This is an optimization exercise on Yosys and OpenROAD, whose aim is small area and a short achievable clock period, not a production implementation.
At most, simulation tests tie the RTL to the original design; equivalence was not proved.

==> 03-21: inputs <==
// mode_switch_pipe
module mode_switch_pipe #(
    parameter int WIDTH    = 12,
    parameter int LANES    = 4,
    parameter int Q        = 3329,
    parameter int MULT_LAT = 3
) (
    input  logic                   clk,
    input  logic                   rst_n,
    input  logic                   in_valid,
    output logic                   in_ready,
    input  logic [LANES*WIDTH-1:0] in_data,
    input  logic [LANES*WIDTH-1:0] in_tw,
    input  logic                   bf_valid,
    input  logic [LANES*WIDTH-1:0] bf_data,
    input  logic [LANES*WIDTH-1:0] bf_tw,
    output logic                   fwd_valid,
    output logic [LANES*WIDTH-1:0] fwd_data,
    output logic                   ret_valid,
    output logic [LANES*WIDTH-1:0] ret_data,
    input  logic                   mode_req,
    input  logic                   mode_in,
    output logic                   mode,
    output logic                   mode_ack
);
Settings: LEC_CHECK=0, CAP_MARGIN=20, CORE_MARGIN=2, CORE_UTILIZATION=65, CTS_CLUSTER_DIAMETER=150, CTS_CLUSTER_SIZE=20, SLEW_MARGIN=20; clock period 25.0 ns.
standard.sh (not shown) runs the stock make flow with config.mk's settings and CLKGATE_MAP_FILE= SYNTH_SCRIPT=/design/flow/synth_recipe.tcl, a recipe that flattens the netlist after the stock synthesis.
==> flow/flow/run.sh <==
#!/bin/bash
# Standard ORFS layout (the standard.sh, standard synthesis) with small port buffers, and
# setup repair aimed well below the 25 ns clock so the resizer works on the real critical paths.
set -euo pipefail
export BUFFER_PORTS_ARGS="-buffer_cell sky130_fd_sc_hd__buf_1"
export SETUP_SLACK_MARGIN=18.8
export CTS_ARGS="-sink_clustering_enable -repair_clock_nets -sink_clustering_size 20 -sink_clustering_max_diameter 150 -dont_use_dummy_load"
bash standard.sh > flow_standard.log 2>&1
==> inputs of 04-07, as changes to 03-21 <==
--- a/flow/design.v
+++ b/flow/design.v
@@ -435,11 +435,137 @@
     assign {mc_218, mc_217} = {mc_178} + {mc_179} + {(na[11] | nb[9])};
     assign {mc_220, mc_219} = {mc_180} + {(na[10] | nb[11])} + {(na[11] | nb[10])};
     logic [23:0] ra, rb;
     assign ra = {1'b1, mc_220, mc_218, mc_216, mc_214, mc_212, mc_210, mc_208, mc_206, mc_204, mc_202, mc_200, mc_198, mc_196, mc_194, mc_192, mc_190, mc_188, mc_186, mc_184, mc_182, mc_181, (na[0] | nb[1]), (na[0] | nb[0])};
     assign rb = {1'b1, (na[11] | nb[11]), mc_219, mc_217, mc_215, mc_213, mc_211, mc_209, mc_207, mc_205, mc_203, mc_201, mc_199, mc_197, mc_195, mc_193, mc_191, mc_189, mc_187, mc_185, mc_183, (na[2] | nb[0]), (na[1] | nb[0]), 1'b1};
-    assign p = ~(ra + rb + 24'd1);
+    logic [23:0] bp, bg;
+    assign bp = ra ^ rb;
+    assign bg = ~(ra | rb);
+    logic bkg1, bkp1;
+    assign bkg1 = bg[1] | (bp[1] & bg[0]);
+    assign bkp1 = bp[1] & bp[0];
+    logic bkg2, bkp2;
+    assign bkg2 = bg[3] | (bp[3] & bg[2]);
+    assign bkp2 = bp[3] & bp[2];
+    logic bkg3, bkp3;
+    assign bkg3 = bg[5] | (bp[5] & bg[4]);
+    assign bkp3 = bp[5] & bp[4];
+    logic bkg4, bkp4;
+    assign bkg4 = bg[7] | (bp[7] & bg[6]);
+    assign bkp4 = bp[7] & bp[6];
+    logic bkg5, bkp5;
+    assign bkg5 = bg[9] | (bp[9] & bg[8]);
+    assign bkp5 = bp[9] & bp[8];
+    logic bkg6, bkp6;
+    assign bkg6 = bg[11] | (bp[11] & bg[10]);
+    assign bkp6 = bp[11] & bp[10];
+    logic bkg7, bkp7;
+    assign bkg7 = bg[13] | (bp[13] & bg[12]);
+    assign bkp7 = bp[13] & bp[12];
+    logic bkg8, bkp8;
+    assign bkg8 = bg[15] | (bp[15] & bg[14]);
+    assign bkp8 = bp[15] & bp[14];
+    logic bkg9, bkp9;
+    assign bkg9 = bg[17] | (bp[17] & bg[16]);
+    assign bkp9 = bp[17] & bp[16];
+    logic bkg10, bkp10;
+    assign bkg10 = bg[19] | (bp[19] & bg[18]);
+    assign bkp10 = bp[19] & bp[18];
+    logic bkg11, bkp11;
+    assign bkg11 = bg[21] | (bp[21] & bg[20]);
+    assign bkp11 = bp[21] & bp[20];
+    logic bkg12, bkp12;
+    assign bkg12 = bg[23] | (bp[23] & bg[22]);
+    assign bkp12 = bp[23] & bp[22];
+    logic bkg13, bkp13;
+    assign bkg13 = bkg2 | (bkp2 & bkg1);
+    assign bkp13 = bkp2 & bkp1;
+    logic bkg14, bkp14;
+    assign bkg14 = bkg4 | (bkp4 & bkg3);
+    assign bkp14 = bkp4 & bkp3;
+    logic bkg15, bkp15;
+    assign bkg15 = bkg6 | (bkp6 & bkg5);
+    assign bkp15 = bkp6 & bkp5;
+    logic bkg16, bkp16;
+    assign bkg16 = bkg8 | (bkp8 & bkg7);
+    assign bkp16 = bkp8 & bkp7;
+    logic bkg17, bkp17;
+    assign bkg17 = bkg10 | (bkp10 & bkg9);
+    assign bkp17 = bkp10 & bkp9;
+    logic bkg18, bkp18;
+    assign bkg18 = bkg12 | (bkp12 & bkg11);
+    assign bkp18 = bkp12 & bkp11;
+    logic bkg19, bkp19;
+    assign bkg19 = bkg14 | (bkp14 & bkg13);
+    assign bkp19 = bkp14 & bkp13;
+    logic bkg20, bkp20;
+    assign bkg20 = bkg16 | (bkp16 & bkg15);
+    assign bkp20 = bkp16 & bkp15;
+    logic bkg21, bkp21;
+    assign bkg21 = bkg18 | (bkp18 & bkg17);
+    assign bkp21 = bkp18 & bkp17;
+    logic bkg22, bkp22;
+    assign bkg22 = bkg20 | (bkp20 & bkg19);
+    assign bkp22 = bkp20 & bkp19;
+    logic bkg23, bkp23;
+    assign bkg23 = bkg21 | (bkp21 & bkg22);
+    assign bkp23 = bkp21 & bkp22;
+    logic bkg24, bkp24;
+    assign bkg24 = bkg15 | (bkp15 & bkg19);
+    assign bkp24 = bkp15 & bkp19;
+    logic bkg25, bkp25;
+    assign bkg25 = bkg17 | (bkp17 & bkg22);
+    assign bkp25 = bkp17 & bkp22;
+    logic bkg26, bkp26;
+    assign bkg26 = bkg3 | (bkp3 & bkg13);
+    assign bkp26 = bkp3 & bkp13;
+    logic bkg27, bkp27;
+    assign bkg27 = bkg5 | (bkp5 & bkg19);
+    assign bkp27 = bkp5 & bkp19;
+    logic bkg28, bkp28;
+    assign bkg28 = bkg7 | (bkp7 & bkg24);
+    assign bkp28 = bkp7 & bkp24;
+    logic bkg29, bkp29;
+    assign bkg29 = bkg9 | (bkp9 & bkg22);
+    assign bkp29 = bkp9 & bkp22;
+    logic bkg30, bkp30;
+    assign bkg30 = bkg11 | (bkp11 & bkg25);
+    assign bkp30 = bkp11 & bkp25;
+    logic bkg31, bkp31;
+    assign bkg31 = bg[2] | (bp[2] & bkg1);
+    assign bkp31 = bp[2] & bkp1;
+    logic bkg32, bkp32;
+    assign bkg32 = bg[4] | (bp[4] & bkg13);
+    assign bkp32 = bp[4] & bkp13;
+    logic bkg33, bkp33;
+    assign bkg33 = bg[6] | (bp[6] & bkg26);
+    assign bkp33 = bp[6] & bkp26;
+    logic bkg34, bkp34;
+    assign bkg34 = bg[8] | (bp[8] & bkg19);
+    assign bkp34 = bp[8] & bkp19;
+    logic bkg35, bkp35;
+    assign bkg35 = bg[10] | (bp[10] & bkg27);
+    assign bkp35 = bp[10] & bkp27;
+    logic bkg36, bkp36;
+    assign bkg36 = bg[12] | (bp[12] & bkg24);
+    assign bkp36 = bp[12] & bkp24;
+    logic bkg37, bkp37;
+    assign bkg37 = bg[14] | (bp[14] & bkg28);
+    assign bkp37 = bp[14] & bkp28;
+    logic bkg38, bkp38;
+    assign bkg38 = bg[16] | (bp[16] & bkg22);
+    assign bkp38 = bp[16] & bkp22;
+    logic bkg39, bkp39;
+    assign bkg39 = bg[18] | (bp[18] & bkg29);
+    assign bkp39 = bp[18] & bkp29;
+    logic bkg40, bkp40;
+    assign bkg40 = bg[20] | (bp[20] & bkg25);
+    assign bkp40 = bp[20] & bkp25;
+    logic bkg41, bkp41;
+    assign bkg41 = bg[22] | (bp[22] & bkg30);
+    assign bkp41 = bp[22] & bkp30;
+    assign p = bp ^ {bkg41, bkg30, bkg40, bkg25, bkg39, bkg29, bkg38, bkg22, bkg37, bkg28, bkg36, bkg24, bkg35, bkg27, bkg34, bkg19, bkg33, bkg26, bkg32, bkg13, bkg31, bkg1, bg[0], 1'b0};
 endmodule
 module msp_red (input logic [23:0] p, output logic [11:0] r);
     logic rc_1;
     logic rc_2;
     logic rc_3;
==> comparison table <==
Result of the run: 03-21 timing/DRC/antenna clean; 04-07 timing/DRC/antenna clean
Number of cells upsized or downsized after cts: 03-21 30; 04-07 75
Die H: 03-21 241.9 um; 04-07 243.7 um
Count of placed standard cells in the final layout, fillers left out: 03-21 4816; 04-07 4837
Register-to-register setup slack: 03-21 18.96 ns; 04-07 18.95 ns
Skew final: 03-21 0.03581 ns; 04-07 0.04660 ns
Startpoint of the worst-slack reg-to-reg timing path: 03-21 prod1[36]; 04-07 prod1[15]
Core Footprint: 03-21 56170 um2; 04-07 56600 um2
Die outline area: 03-21 58530 um2; 04-07 59380 um2
Width of the chip: 03-21 241.9 um; 04-07 243.7 um
Multi-input gate area in the final layout: 03-21 26500 um2; 04-07 26610 um2
Achievable frequency: 03-21 160.8 MHz; 04-07 159.8 MHz
Starting density of the core: 03-21 65.51%; 04-07 65.97%
Multiplexer area fraction after synthesis: 03-21 5.720%; 04-07 5.344%
Share of the clock period used by the worst path after layout: 03-21 24.88%; 04-07 25.03%
Worst setup slack before clock tree synthesis: 03-21 17.89 ns; 04-07 17.88 ns
GPL Wtd Cong: 03-21 0.9172; 04-07 0.9140
Initial detailed-routing violation count: 03-21 1298; 04-07 1529
The RTL of 04-07 was laid out without a check of its function.

========
==> inputs of exp/raven <==
mode_switch_pipe, a different RTL version from the one above (not shown whole).
==> module msp_red, before the edit <==
module msp_red (input logic [23:0] p, output logic [11:0] r);
    logic rc_1;
    logic rc_2;
    logic rc_3;
    logic rc_4;
    logic rc_5;
    logic rc_6;
    logic rc_7;
    logic rc_8;
    logic rc_9;
    logic rc_10;
    logic rc_11;
    logic rc_12;
    logic rc_13;
    logic rc_14;
    logic rc_15;
    logic rc_16;
    logic rc_17;
    logic rc_18;
    logic rc_19;
    logic rc_20;
    logic rc_21;
    logic rc_22;
    logic rc_23;
    logic rc_24;
    logic rc_25;
    logic rc_26;
    logic rc_27;
    logic rc_28;
    logic rc_29;
    logic rc_30;
    logic rc_31;
    logic rc_32;
    logic rc_33;
    logic rc_34;
    logic rc_35;
    logic rc_36;
    logic rc_37;
    logic rc_38;
    logic rc_39;
    logic rc_40;
    logic rc_41;
    logic rc_42;
    logic rc_43;
    logic rc_44;
    logic rc_45;
    logic rc_46;
    logic rc_47;
    logic rc_48;
    logic rc_49;
    logic rc_50;
    logic rc_51;
    logic rc_52;
    logic rc_53;
    logic rc_54;
    logic rc_55;
    logic rc_56;
    logic rc_57;
    logic rc_58;
    logic rc_59;
    logic rc_60;
    logic rc_61;
    logic rc_62;
    logic rc_63;
    logic rc_64;
    logic rc_65;
    logic rc_66;
    logic rc_67;
    logic rc_68;
    logic rc_69;
    logic rc_70;
    logic rc_71;
    logic rc_72;
    logic rc_73;
    logic rc_74;
    assign {rc_2, rc_1} = {p[0]} + {~p[12]} + {~p[14]};
    assign {rc_4, rc_3} = {p[1]} + {~p[13]} + {~p[15]};
    assign {rc_6, rc_5} = {p[2]} + {~p[14]} + {~p[16]};
    assign {rc_8, rc_7} = {p[20]} + {p[22]};
    assign {rc_10, rc_9} = {p[3]} + {~p[15]} + {~p[17]};
    assign {rc_12, rc_11} = {p[21]} + {p[23]};
    assign {rc_14, rc_13} = {p[4]} + {~p[16]} + {~p[18]};
    assign {rc_16, rc_15} = {p[5]} + {~p[17]};
    assign {rc_18, rc_17} = {p[8]} + {~p[12]};
    assign {rc_20, rc_19} = {p[9]} + {~p[13]} + {~p[15]};
    assign {rc_22, rc_21} = {p[10]} + {p[12]} + {~p[16]};
    assign {rc_24, rc_23} = {p[11]} + {p[13]};
    assign {rc_26, rc_25} = {rc_1} + {p[18]};
    assign {rc_28, rc_27} = {rc_2} + {rc_3} + {p[19]};
    assign {rc_30, rc_29} = {rc_4} + {rc_5} + {rc_7};
    assign {rc_32, rc_31} = {rc_6} + {rc_8} + {rc_9};
    assign {rc_34, rc_33} = {rc_10} + {rc_12} + {rc_13};
    assign {rc_36, rc_35} = {rc_14} + {rc_15} + {~p[19]};
    assign {rc_38, rc_37} = {rc_16} + {p[6]} + {~p[18]};
    assign {rc_40, rc_39} = {p[7]} + {~p[19]};
    assign {rc_42, rc_41} = {rc_17} + {~p[14]} + {p[18]};
    assign {rc_44, rc_43} = {rc_18} + {rc_19} + {p[19]};
    assign {rc_46, rc_45} = {rc_20} + {rc_21} + {~p[18]};
    assign {rc_48, rc_47} = {rc_22} + {rc_23} + {~p[17]};
    assign {rc_50, rc_49} = {rc_25} + {p[20]};
    assign {rc_52, rc_51} = {rc_26} + {rc_27} + {p[21]};
    assign {rc_54, rc_53} = {rc_28} + {rc_29} + {1'b1};
    assign {rc_56, rc_55} = {rc_30} + {rc_31} + {rc_11};
    assign {rc_58, rc_57} = {rc_32} + {rc_33} + {p[22]};
    assign {rc_60, rc_59} = {rc_34} + {rc_35} + {p[23]};
    assign {rc_62, rc_61} = {rc_36} + {rc_37} + {~p[20]};
    assign {rc_64, rc_63} = {rc_38} + {rc_39} + {~p[21]};
    assign {rc_66, rc_65} = {rc_40} + {rc_41} + {~p[22]};
    assign {rc_68, rc_67} = {rc_42} + {rc_43} + {~p[23]};
    assign {rc_70, rc_69} = {rc_44} + {rc_45} + {1'b1};
    assign {rc_72, rc_71} = {rc_46} + {rc_47} + {~p[19]};
    assign {rc_74, rc_73} = {rc_48} + {rc_24};
    logic [13:0] ra, rb;
    logic [3:0]  t;
    logic [12:0] c0, r0;
    logic [13:0] c1, r1;
    assign ra = {rc_74, rc_72, rc_70, rc_68, rc_66, rc_64, rc_62, rc_60, rc_58, rc_56, rc_54, rc_52, rc_50, rc_49};
    assign rb = {1'b0, rc_73, rc_71, rc_69, rc_67, rc_65, rc_63, rc_61, rc_59, rc_57, rc_55, rc_53, rc_51, 1'b1};
    assign t  = ra[13:10] + rb[13:10];
    always_comb begin
        case (t)
            4'd0: begin c0 = 13'd0; c1 = 14'd13055; end
            4'd1: begin c0 = 13'd0; c1 = 14'd13055; end
            4'd2: begin c0 = 13'd0; c1 = 14'd13055; end
            4'd3: begin c0 = 13'd0; c1 = 14'd13055; end
            4'd4: begin c0 = 13'd0; c1 = 14'd13055; end
            4'd5: begin c0 = 13'd4863; c1 = 14'd9726; end
            4'd6: begin c0 = 13'd4863; c1 = 14'd9726; end
            4'd7: begin c0 = 13'd4863; c1 = 14'd9726; end
            4'd8: begin c0 = 13'd1534; c1 = 14'd6397; end
            4'd9: begin c0 = 13'd1534; c1 = 14'd6397; end
            4'd10: begin c0 = 13'd1534; c1 = 14'd6397; end
            4'd11: begin c0 = 13'd1534; c1 = 14'd6397; end
            4'd12: begin c0 = 13'd6397; c1 = 14'd3068; end
            4'd13: begin c0 = 13'd6397; c1 = 14'd3068; end
            4'd14: begin c0 = 13'd6397; c1 = 14'd3068; end
            4'd15: begin c0 = 13'd6397; c1 = 14'd3068; end
            default: begin c0 = 13'd0; c1 = 14'd0; end
        endcase
    end
    assign r0 = ra[12:0] + rb[12:0] + c0;
    assign r1 = {1'b0, r0} - 14'd3329;
    assign r  = r1[13] ? r0[11:0] : r1[11:0];
endmodule
export LEC_CHECK = 0
export CAP_MARGIN = 20
export CORE_MARGIN = 2
export CORE_UTILIZATION = 65
export CTS_CLUSTER_DIAMETER = 150
export CTS_CLUSTER_SIZE = 20
export SLEW_MARGIN = 20
create_clock -name core_clock -period 25.0 [get_ports {clk}]
==> flow/flow/run.sh <==
#!/bin/bash
# Standard ORFS layout (the standard.sh, standard synthesis) with small port buffers, and
# setup repair aimed well below the 25 ns clock so the resizer works on the real critical paths.
set -euo pipefail
export BUFFER_PORTS_ARGS="-buffer_cell sky130_fd_sc_hd__buf_1"
export SETUP_SLACK_MARGIN=18.65
export CTS_ARGS="-sink_clustering_enable -repair_clock_nets -sink_clustering_size 20 -sink_clustering_max_diameter 150 -dont_use_dummy_load"
bash standard.sh > flow_standard.log 2>&1
==> inputs of exp/yarrow, as changes to exp/raven <==
--- a/flow/design.v
+++ b/flow/design.v
@@ -829,5 +829,5 @@
     end
     assign r0 = ra[12:0] + rb[12:0] + c0;
-    assign r1 = {1'b0, r0} - 14'd3329;
+    assign r1 = ra + rb + c1;
     assign r  = r1[13] ? r0[11:0] : r1[11:0];
 endmodule
--- a/flow/flow/run.sh
+++ b/flow/flow/run.sh
@@ -4,5 +4,5 @@
 set -euo pipefail
 export BUFFER_PORTS_ARGS="-buffer_cell sky130_fd_sc_hd__buf_1"
-export SETUP_SLACK_MARGIN=18.65
+export SETUP_SLACK_MARGIN=18.8
 export CTS_ARGS="-sink_clustering_enable -repair_clock_nets -sink_clustering_size 20 -sink_clustering_max_diameter 150 -dont_use_dummy_load"
 bash standard.sh > flow_standard.log 2>&1
--- a/flow/config.mk
+++ b/flow/config.mk
@@ -8,6 +8,4 @@
 export CAP_MARGIN = 20
 export CORE_MARGIN = 2
-export CORE_UTILIZATION = 65
-export CTS_CLUSTER_DIAMETER = 150
-export CTS_CLUSTER_SIZE = 20
+export CORE_UTILIZATION = 72
 export SLEW_MARGIN = 20
==> inputs of exp/violet, as changes to exp/raven <==
--- a/flow/flow/run.sh
+++ b/flow/flow/run.sh
@@ -4,5 +4,5 @@
 set -euo pipefail
 export BUFFER_PORTS_ARGS="-buffer_cell sky130_fd_sc_hd__buf_1"
-export SETUP_SLACK_MARGIN=18.65
+export SETUP_SLACK_MARGIN=18.8
 export CTS_ARGS="-sink_clustering_enable -repair_clock_nets -sink_clustering_size 20 -sink_clustering_max_diameter 150 -dont_use_dummy_load"
 bash standard.sh > flow_standard.log 2>&1
==> inputs of exp/quartz, as changes to exp/raven <==
--- a/flow/flow/run.sh
+++ b/flow/flow/run.sh
@@ -4,5 +4,5 @@
 set -euo pipefail
 export BUFFER_PORTS_ARGS="-buffer_cell sky130_fd_sc_hd__buf_1"
-export SETUP_SLACK_MARGIN=18.65
+export SETUP_SLACK_MARGIN=18.5
 export CTS_ARGS="-sink_clustering_enable -repair_clock_nets -sink_clustering_size 20 -sink_clustering_max_diameter 150 -dont_use_dummy_load"
 bash standard.sh > flow_standard.log 2>&1
==> run summary <==
The flow ran to the end and the layout has no timing, DRC or antenna violations. The adder-cell share of the synthesized area is 40.2%. The quantity of gates resized following cts came out at 45. The number of global-route vias before repair was 28500. Global routing used 31.5% of the available tracks. The minimum setup slack after placement is 17.90 ns. The worst register-to-register path ends at fwd2[47]. The floorplan step set the die height to 237 um. In this run the biggest area consumer among cell types represents 31.7% of the synthesized area. The most numerous cell type found on the critical path is fa_1. In this run the worst path has a maximum fanout of 6. The share of synthesized cell area in and, or, nand and nor gates is 13.2%. The origin of the critical flop-to-flop path is prod1[81].
The numbers above come from exp/quartz.

==> run summary <==
The number of global-route vias before repair was 29000. Across every metal layer, demand over resource in global routing totals 34.0%. In this run the critical register-to-register path is launched from prod1[84]. The share of synthesized area in the top cell type comes to 30.7%. The end of the worst register-to-register path is fwd2[43]. The quantity of gates resized following cts is 64. The share of synthesized cell area in and, or, nand and nor gates is 9.79%.

The flow ran to the end and the layout has no timing, DRC or antenna violations. From bottom edge to top edge, the die measures 230 um. TritonCTS built the clock tree.

The minimum setup slack after placement is 17.91 ns.
The numbers above come from exp/yarrow.

==> run summary <==
The worst register-to-register path begins at prod1[12]. The adder-cell share of the synthesized area came out at 40.2%. The maximum fanout count along the critical path came out at 6. The top-area cell type share of the netlist area is 31.7%.

The run finished with no timing, DRC or antenna violations. The end of the worst register-to-register path is fwd2[1]. The number of global-route vias before repair is 28800.

The vertical die dimension is 237 um.
The numbers above come from exp/violet.

==> run summary <==
The die is 237 um tall. The number of global-route vias before repair is 28600. The end of the worst register-to-register path is fwd2[37]. The maximum fanout count along the critical path is 8. The run finished with no timing, DRC or antenna violations.

The share of synthesized cell area in and, or, nand and nor gates came out at 13.2%. The minimum setup slack after placement is 17.90 ns. Global routing used 31.8% of the available tracks across all layers. The adder-cell share of the synthesized area came out at 40.2%. In this run the biggest area consumer among cell types represents 31.7% of the synthesized area. The quantity of gates resized following cts came out at 83.
The numbers above come from exp/raven.

For exp/raven, exp/violet and exp/quartz, only the layout was checked, not whether the RTL still works.

-- port drivers added, routing unchanged --
The results above use ideal ports. As a check the final layouts listed here were re-extracted and re-timed, cells and wires unchanged. Step 1: set_driving_cell puts a clkbuf_16 on clk and a buf_2 on each other input, an assumption about the parent block. Step 2 times the ports against the registers' clock, not the clock port: input delays grow and output delays shrink by t, the midpoint of the rising clock arrivals with the driver on. Three values: no drivers, after step 1, after step 2; two values: the first two.
run | t, ns | slack for setup (ns) | worst setup path after step 2 | clock arrival spread, ns | worst register clock-pin slew, ns
03-21 | 0.625 | 18.780 / 18.714 / 18.960 | register to register | 0.036 / 0.037 | 0.09 / 0.09
04-07 | 0.621 | 18.742 / 18.682 / 18.952 | register to register | 0.048 / 0.048 | 0.10 / 0.10
exp/raven | 0.620 | 18.697 / 18.688 / 18.697 | register to register | 0.040 / 0.040 | 0.10 / 0.10
exp/yarrow | 0.627 | 18.781 / 18.715 / 18.937 | register to register | 0.053 / 0.054 | 0.10 / 0.10
exp/violet | 0.621 | 18.663 / 18.663 / 18.663 | register to register | 0.041 / 0.041 | 0.10 / 0.10
exp/quartz | 0.620 | 18.606 / 18.606 / 18.606 | register to register | 0.039 / 0.038 | 0.10 / 0.10
After both steps every run listed still meets setup and hold.
